From an optimization exercise on the open Yosys and OpenROAD flow, aimed at small area, a short achievable clock period and few clock cycles per item; shortcuts taken in it are not production practice. Only simulation tests tie the RTL to the original design; equivalence was not proved.

==> inputs of 12-09 <==
Design two_finger_gesture_classifier_unit, start of the top module:
module two_finger_gesture_classifier_unit #(
   parameter int MAX_CONTACTS = tfgc_pkg::MAX_CONTACTS_DEF,
   parameter int COORD_BITS   = tfgc_pkg::COORD_BITS_DEF
) (
   input  logic               clock,
   input  logic               reset,
   input  logic               req_valid,
   output logic               req_stall,
   input  logic [2:0]         req_op,
   input  logic [1:0]         req_contact,
   input  logic [11:0]        req_pos_x,
   input  logic [11:0]        req_pos_y,
   output logic               rsp_valid,
   input  logic               rsp_stall,
   output logic [1:0]         rsp_gesture,
   output logic signed [31:0] rsp_value_x,
   output logic signed [31:0] rsp_value_y,
   output logic [2:0]         rsp_touch_count,
   input  logic               csr_write,
   input  logic [1:0]         csr_index,
   input  logic [15:0]        csr_wdata
);
clock: 11.0 ns
lec_check: 0
abc_area: 1
cap_margin: 20
core_margin: 2
core_utilization: 65
place_density: 0.75
setup_slack_margin: 4.2
slew_margin: 20
run.sh (not shown) runs the stock make flow with config.mk's settings and CLKGATE_MAP_FILE= SYNTH_SCRIPT=/design/flow/synth_recipe.tcl, a recipe that flattens the netlist after the stock synthesis.
==> 09-25: changes against 12-09 <==
--- a/flow/design.v
+++ b/flow/design.v
@@ -65,18 +65,16 @@
    output logic [2:0]         rsp_touch_count,
    input  logic               csr_write,
    input  logic [1:0]         csr_index,
    input  logic [15:0]        csr_wdata
 );
    localparam int QD  = 20;
    localparam int QAW = 5;
    localparam int QEW = 6;
-   localparam int PD  = 5;
-   localparam int PAW = 3;
    localparam int K1  = 3;
    localparam int C1  = 4;
    localparam int K2  = 2;
    localparam int C2  = 4;
    localparam int KD  = 2;
    logic [2:0]        active_ff;
    logic [11:0]       gate_ff;
    logic [15:0]       long_ff;
@@ -90,26 +88,22 @@
    logic              cfg_clear, st_change;
    logic [1:0]        pq_a, pq_b;
    logic              pq_have2, pq_dneg, pq_valid;
    logic [QEW-1:0]    q_mem [0:QD-1];
    logic [QAW-1:0]    q_wp, q_rp;
    logic [QAW:0]      q_cnt;
    logic [QEW-1:0]    q_new, q_head;
    logic              q_full, q_pop;
-   logic [27:0]       p_mem [0:PD-1];
-   logic [PAW-1:0]    p_wp, p_rp;
-   logic [PAW:0]      p_cnt;
-   logic [27:0]       p_new, p_head;
-   logic              p_full, p_push, p_pop;
    logic              j_valid, j_ph;
    logic [24:0]       j_len2;
    logic [3:0]        j_sh;
    logic [11:0]       j_ax, j_ay, j_bx, j_by;
-   logic [12:0]       j_sx, j_sy;
+   logic [13:0]       j_sx, j_sy;
+   logic              j_bp;
    logic              load_ok, head_ok;
    logic [31:0]       o_vx, o_vy;
    assign rsp_valid       = head_ok;
    assign rsp_gesture     = (q_head[2:0] == 3'd0) ? tfgc_pkg::GEST_NONE :
                             (q_head[2:0] == 3'd1) ? tfgc_pkg::GEST_MOVE :
                             (q_head[2:0] == 3'd2) ? tfgc_pkg::GEST_LONG_TAP :
                                                     tfgc_pkg::GEST_PINCH;
    assign rsp_value_x     = o_vx;
@@ -139,18 +133,17 @@
    assign n_slots   = (active_ff > 3'd4) ? 3'd4 : active_ff;
    assign in_range  = {1'b0, f_c} < n_slots;
    assign is_press  = (f_op == tfgc_pkg::OP_PRESS);
    assign is_move   = (f_op == tfgc_pkg::OP_MOVE);
    assign is_rel    = (f_op == tfgc_pkg::OP_RELEASE);
    assign is_tick   = (f_op == tfgc_pkg::OP_TICK);
    assign is_query  = (f_op == tfgc_pkg::OP_QUERY);
    assign q_full    = (q_cnt == (QAW+1)'(QD));
-   assign p_full    = (p_cnt == (PAW+1)'(PD));
-   assign f_stall   = q_full || (is_query && (!pq_valid || j_valid || p_full));
+   assign f_stall   = q_full || (is_query && (!pq_valid || j_valid));
    assign req_stall = f_valid && f_stall;
    assign accept    = f_valid && !f_stall;
    assign cfg_clear = csr_write && (csr_index == tfgc_pkg::CSR_ACTIVE) &&
                       (csr_wdata[2:0] != active_ff);
    assign st_change = (accept && in_range && (is_press || is_move || is_rel)) || cfg_clear;
    always_ff @(posedge clock) begin
       if (reset) begin
          active_ff <= tfgc_pkg::ACTIVE_RST;
@@ -188,17 +181,17 @@
       sr_acc_n = base + (ta ^ {27{first}}) + (tb ^ {27{first}}) + 27'(signed'({1'b0, first, 1'b0}));
    end
    always_ff @(posedge clock) begin
       if (reset || st_change) begin
          pq_valid <= 1'b0;
          sr_cnt   <= 4'd12;
          sr_done  <= 1'b0;
       end else if (!pq_valid) begin
-         if (pc_small) begin
+         if (pc_small || !pq_have2) begin
             pq_valid <= 1'b1;
             pq_dneg  <= pc_fdot[14];
          end else if (sr_done) begin
             pq_valid <= 1'b1;
             pq_dneg  <= sr_acc[26];
          end else begin
             sr_acc <= sr_acc_n;
             sr_cnt <= sr_cnt - 4'd1;
@@ -254,46 +247,52 @@
       smx = 14'(mxa) + 14'(mxb);
       smy = 14'(mya) + 14'(myb);
       spx = 13'(pxa) + 13'(pxb);
       spy = 13'(pya) + 13'(pyb);
    end
    logic [3:0]  touched_in;
    logic [2:0]  cnt_next;
    logic [2:0]  k_new;
-   logic        clr_a, clr_b, job;
+   logic        clr_a, clr_b, job, bp;
+   logic [13:0] bp_x, bp_y;
    always_comb begin
       touched_in = touched_ff;
       if (in_range) begin
          if (is_press || is_move) touched_in[f_c] = 1'b1;
          if (is_rel)              touched_in[f_c] = 1'b0;
       end
       cnt_next = 3'(touched_in[0]) + 3'(touched_in[1]) + 3'(touched_in[2]) +
                  3'(touched_in[3]);
       k_new  = 3'd0;
-      p_new  = '0;
-      p_push = 1'b0;
+      bp_x   = '0;
+      bp_y   = '0;
+      bp     = 1'b0;
       clr_a  = 1'b0;
       clr_b  = 1'b0;
       job    = 1'b0;
       if (is_query && pq_have2) begin
          if (ha && hb) begin
             if (lta) begin
                clr_a = 1'b1;
                if (ltb) begin
                   clr_b  = 1'b1;
                   k_new  = 3'd2;
-                  p_push = 1'b1;
-                  p_new  = {1'b0, spx, 1'b0, spy};
+                  job    = 1'b1;
+                  bp     = 1'b1;
+                  bp_x   = {1'b0, spx};
+                  bp_y   = {1'b0, spy};
                end
             end
          end else if (!ha && !hb && !pq_dneg) begin
             k_new  = 3'd1;
-            p_push = 1'b1;
-            p_new  = {smx, smy};
+            job    = 1'b1;
+            bp     = 1'b1;
+            bp_x   = smx;
+            bp_y   = smy;
          end else begin
             if (exp == '0 && eyp == '0) begin
                k_new = 3'd3;
             end else begin
                k_new = 3'd4;
                job   = 1'b1;
             end
          end
@@ -366,46 +365,39 @@
             mx_ff[i] <= c_dx;
             my_ff[i] <= c_dy;
          end
          if (wr_new || (wr_mv && c_big) || clr) hold_ff[i] <= '0;
          else if (tk) hold_ff[i] <= hold_ff[i] + 16'd1;
       end
    end
    assign q_head = q_mem[q_rp];
-   assign p_head = p_mem[p_rp];
    always_ff @(posedge clock) begin
       if (accept) q_mem[q_wp] <= q_new;
-      if (accept && p_push) p_mem[p_wp] <= p_new;
    end
    always_ff @(posedge clock) begin
       if (reset) begin
          q_wp  <= '0;
          q_rp  <= '0;
          q_cnt <= '0;
-         p_wp  <= '0;
-         p_rp  <= '0;
-         p_cnt <= '0;
       end else begin
          if (accept) q_wp <= (q_wp == QAW'(QD - 1)) ? '0 : q_wp + QAW'(1);
          if (q_pop)  q_rp <= (q_rp == QAW'(QD - 1)) ? '0 : q_rp + QAW'(1);
          q_cnt <= q_cnt + (QAW+1)'(accept) - (QAW+1)'(q_pop);
-         if (accept && p_push) p_wp <= (p_wp == PAW'(PD - 1)) ? '0 : p_wp + PAW'(1);
-         if (p_pop)            p_rp <= (p_rp == PAW'(PD - 1)) ? '0 : p_rp + PAW'(1);
-         p_cnt <= p_cnt + (PAW+1)'(accept && p_push) - (PAW+1)'(p_pop);
       end
    end
    always_ff @(posedge clock) begin
       if (accept && job) begin
          j_ax <= exp[12] ? 12'(-exp) : exp[11:0];
          j_ay <= eyp[12] ? 12'(-eyp) : eyp[11:0];
          j_bx <= exl[12] ? 12'(-exl) : exl[11:0];
          j_by <= eyl[12] ? 12'(-eyl) : eyl[11:0];
-         j_sx <= sx;
-         j_sy <= sy;
+         j_sx <= bp ? bp_x : 14'(sx);
+         j_sy <= bp ? bp_y : 14'(sy);
+         j_bp <= bp;
       end else if (j_valid && !j_ph) begin
          j_ax   <= j_bx;
          j_ay   <= j_by;
          j_len2 <= e_len2;
          j_sh   <= e_sh;
       end
    end
    logic [24:0] e_len2;
@@ -434,18 +426,18 @@
       e_root1 = |e_len2n[25:24];
       e_rem1  = e_len2n[25:24] - 2'(e_root1);
    end
    logic              s1_valid, s1_last, s1_take;
    logic [1:0]        s1_cnt;
    logic [23:0]       s1_rad;
    logic [13:0]       s1_rem, s1_rem_n;
    logic [12:0]       s1_root, s1_root_n;
-   logic [12:0]       s1_sx, s1_sy;
-   logic              s1_neg;
+   logic [13:0]       s1_sx, s1_sy;
+   logic              s1_neg, s1_bp;
    logic [3:0]        s1_sh;
    always_comb begin
       logic [15:0] rem2, trial;
       logic [16:0] df;
       s1_rem_n  = s1_rem;
       s1_root_n = s1_root;
       for (int k = 0; k < K1; k++) begin
          rem2  = {s1_rem_n, s1_rad[23-2*k -: 2]};
@@ -459,26 +451,26 @@
             s1_root_n = {s1_root_n[11:0], 1'b0};
          end
       end
    end
    logic              s2_valid, s2_last, s2_take;
    logic [1:0]        s2_cnt;
    logic [22:0]       s2_rem, s2_rem_n;
    logic [20:0]       s2_root, s2_root_n;
-   logic [12:0]       s2_sx, s2_sy;
-   logic              s2_neg;
+   logic [13:0]       s2_sx, s2_sy;
+   logic              s2_neg, s2_bp;
    logic [3:0]        s2_sh;
    logic [4:0]        h_wsh;
    logic [3:0]        h_cyc;
    always_comb begin
       logic [12:0] so;
       logic [3:0]  ms;
       logic [5:0]  n, nr;
-      so = s2_sx | s2_sy;
+      so = s2_sx[12:0] | s2_sy[12:0];
       ms = '0;
       for (int i = 0; i < 13; i++) if (so[i]) ms = 4'(i);
       n     = 6'(ms) + 6'd6 + 6'(s2_sh);
       h_cyc = 4'((n + 6'(KD - 1)) / 6'(KD));
       nr    = 6'(KD) * 6'(h_cyc);
       h_wsh = 5'(6'd18 - 6'(ms) - (nr - n));
    end
    always_comb begin
@@ -517,45 +509,47 @@
       if (reset) begin
          j_valid  <= 1'b0;
          j_ph     <= 1'b0;
          s1_valid <= 1'b0;
          s2_valid <= 1'b0;
       end else begin
          if (accept && job) begin
             j_valid <= 1'b1;
-            j_ph    <= 1'b0;
+            j_ph    <= bp;
          end else if (j_valid && !j_ph) begin
             j_ph    <= 1'b1;
          end else if (j_ph && s1_take) begin
             j_valid <= 1'b0;
             j_ph    <= 1'b0;
          end
          if (s1_take)       s1_valid <= j_ph;
          if (s2_take)       s2_valid <= s1_last;
       end
    end
    always_ff @(posedge clock) begin
       if (s1_take) begin
-         s1_cnt  <= '0;
+         s1_cnt  <= j_bp ? 2'(C1 - 1) : 2'd0;
+         s1_bp   <= j_bp;
          s1_rad  <= e_len2n[23:0];
          s1_rem  <= 14'(e_rem1);
          s1_root <= 13'(e_root1);
          s1_sx   <= j_sx;
          s1_sy   <= j_sy;
          s1_neg  <= e_neg;
          s1_sh   <= j_sh;
       end else if (s1_valid && !s1_last) begin
          s1_cnt  <= s1_cnt + 2'd1;
          s1_rad  <= {s1_rad[23-2*K1:0], (2*K1)'(0)};
          s1_rem  <= s1_rem_n;
          s1_root <= s1_root_n;
       end
       if (s2_take) begin
-         s2_cnt  <= '0;
+         s2_cnt  <= s1_bp ? 2'(C2 - 1) : 2'd0;
+         s2_bp   <= s1_bp;
          s2_rem  <= 23'(s1_rem_n);
          s2_root <= 21'(s1_root_n);
          s2_sx   <= s1_sx;
          s2_sy   <= s1_sy;
          s2_neg  <= s1_neg;
          s2_sh   <= s1_sh;
       end else if (s2_valid && !s2_last) begin
          s2_cnt  <= s2_cnt + 2'd1;
@@ -587,31 +581,31 @@
          end
       end
       always_ff @(posedge clock) begin
          if (reset) begin
             d_busy[u] <= 1'b0;
             d_done[u] <= 1'b0;
          end else if (ld) begin
             d_busy[u] <= 1'b1;
-            d_done[u] <= 1'b0;
+            d_done[u] <= s2_bp;
          end else if (d_rel[u]) begin
             d_busy[u] <= 1'b0;
             d_done[u] <= 1'b0;
          end else if (d_busy[u] && !d_done[u] && d_cnt[u] == 4'd1) begin
             d_done[u] <= 1'b1;
          end
       end
       always_ff @(posedge clock) begin
          if (ld) begin
             d_d[u]   <= s2_root_n & ~((21'd1 << s2_sh) - 21'd1);
             d_rx[u]  <= 21'(32'(s2_sx) << h_wsh);
             d_ry[u]  <= 21'(32'(s2_sy) << h_wsh);
-            d_qx[u]  <= '0;
-            d_qy[u]  <= '0;
+            d_qx[u]  <= s2_bp ? 29'(signed'(s2_sx)) : 29'd0;
+            d_qy[u]  <= s2_bp ? 29'(signed'(s2_sy)) : 29'd0;
             d_cnt[u] <= h_cyc;
             d_neg[u] <= s2_neg;
          end else if (d_busy[u] && !d_done[u]) begin
             d_rx[u]  <= rx;
             d_ry[u]  <= ry;
             d_qx[u]  <= qx;
             d_qy[u]  <= qy;
             d_cnt[u] <= d_cnt[u] - 4'd1;
@@ -619,34 +613,35 @@
       end
    end
    always_ff @(posedge clock) begin
       if (reset) begin
          d_hturn <= 1'b0;
          d_tturn <= 1'b0;
       end else begin
          if (d_take) d_hturn <= !d_hturn;
-         if (q_pop && q_head[2:0] == 3'd4) d_tturn <= !d_tturn;
+         if (q_pop && h_eng) d_tturn <= !d_tturn;
       end
    end
+   logic h_eng;
    always_comb begin
       logic signed [13:0] hx, hy;
       logic [28:0]        eqx, eqy;
       logic               eneg;
+      h_eng   = (q_head[2:0] == 3'd1) || (q_head[2:0] == 3'd2) || (q_head[2:0] == 3'd4);
       load_ok = !rsp_stall;
-      head_ok = (q_cnt != '0) && (q_head[2:0] != 3'd4 || d_done[d_tturn]);
+      head_ok = (q_cnt != '0) && (!h_eng || d_done[d_tturn]);
       q_pop   = load_ok && head_ok;
-      p_pop   = q_pop && (q_head[2:0] == 3'd1 || q_head[2:0] == 3'd2);
       d_rel   = '0;
-      d_rel[d_tturn] = q_pop && (q_head[2:0] == 3'd4);
-      hx   = p_head[27:14];
-      hy   = p_head[13:0];
+      d_rel[d_tturn] = q_pop && h_eng;
       eqx  = d_qx[d_tturn];
       eqy  = d_qy[d_tturn];
       eneg = d_neg[d_tturn];
+      hx   = eqx[13:0];
+      hy   = eqy[13:0];
       case (q_head[2:0])
          3'd1, 3'd2: begin
             o_vx = {{3{hx[13]}}, hx, 15'd0};
             o_vy = {{3{hy[13]}}, hy, 15'd0};
          end
          3'd3: begin
             o_vx = 32'h7FFFFFFF;
             o_vy = 32'h7FFFFFFF;
CORE_UTILIZATION = 78   (was 65)
PLACE_DENSITY = 0.88   (was 0.75)
SETUP_SLACK_MARGIN = 5   (was 4.2)
==> comparison table <==
Outcome: 12-09 finished clean; 09-25 stopped before the end
Stage where the flow stopped: 12-09 -; 09-25 global routing
Synth Area in Adders: 12-09 16.9%; 09-25 17.5%
Instance area after placement: 12-09 95900 um^2; 09-25 91100 um^2
Library cells used by synthesis: 12-09 79; 09-25 85
HPWL reported at the end of detailed placement: 12-09 217000 um; 09-25 219000 um
Gates resized, CTS repair: 12-09 19; 09-25 320
Post-synthesis cell count: 12-09 11700; 09-25 11300
Row Count: 12-09 139; 09-25 124
Starting density of the core: 12-09 65.2%; 09-25 78.3%
Post-Synthesis Net Count: 12-09 12800; 09-25 12400
Multiplexer share of the synthesized area: 12-09 0.150%; 09-25 0.225%
Fraction of synthesized cell area in xor and xnor cells: 12-09 5.78%; 09-25 5.60%
DP Cell Count: 12-09 13400; 09-25 12600
Synth Area per Inst: 12-09 7.96 um^2; 09-25 7.86 um^2
# clock sinks: 12-09 1288; 09-25 1144
Simple-gate portion of the synthesized area: 12-09 16.6%; 09-25 17.7%
Worst Setup Slack post-DPL: 12-09 3590 ps; 09-25 3730 ps
Area fraction of the dominant cell type after synthesis: 12-09 21.6%; 09-25 22.3%
Number of flops mapped to enable cells by yosys: 12-09 672; 09-25 661
Register bit count reported by yosys: 12-09 1288; 09-25 1144
Number of buffers added by the clock tree synthesis step: 12-09 138; 09-25 114
Max H-tree Level: 12-09 4; 09-25 3
Netlist area before placement: 12-09 93300 um^2; 09-25 89200 um^2
Sequential share of the synthesized area: 12-09 34.9%; 09-25 33.1%
Weighted congestion at the end of routability-driven global placement: 12-09 1.04; 09-25 1.09
Fraction of the mapped netlist area in compound gates: 12-09 16.7%; 09-25 16.4%
Testbench counts of 12-09, summed over its fixed seeds: cycles 6,674, items 6,484.
Testbench counts of 09-25, summed over its fixed seeds: cycles 6,674, items 6,484.

[what the ideal ports hide]
The flow's constraints put no driver on any port. The routed layout listed below was extracted and timed again, unchanged, in two steps. Step 1, drivers: a clkbuf_16 drives clock and a buf_2 each remaining input, both assumed. Step 2 moves the port delays by t, midway between the first and last clock arrival at a register: inputs arrive t later, outputs are due t later. That takes back most of the time a late clock gives input paths. Slacks: no drivers / after step 1 / after step 2; pairs: no drivers / after step 1.
run: 12-09
shift t [ns]: 0.867
setup WS [ns]: 4.396 / 4.396 / 4.396
clock arrival spread, ns: 0.058 / 0.057
slew at the worst register clock pin (ns): 0.07 / 0.07
cell pins on the clock port's net: 1
After both steps setup and hold are still met in 12-09. For 12-09, drivers alone change the setup slack by 0.000 ns; drivers and shift together by 0.000 ns.
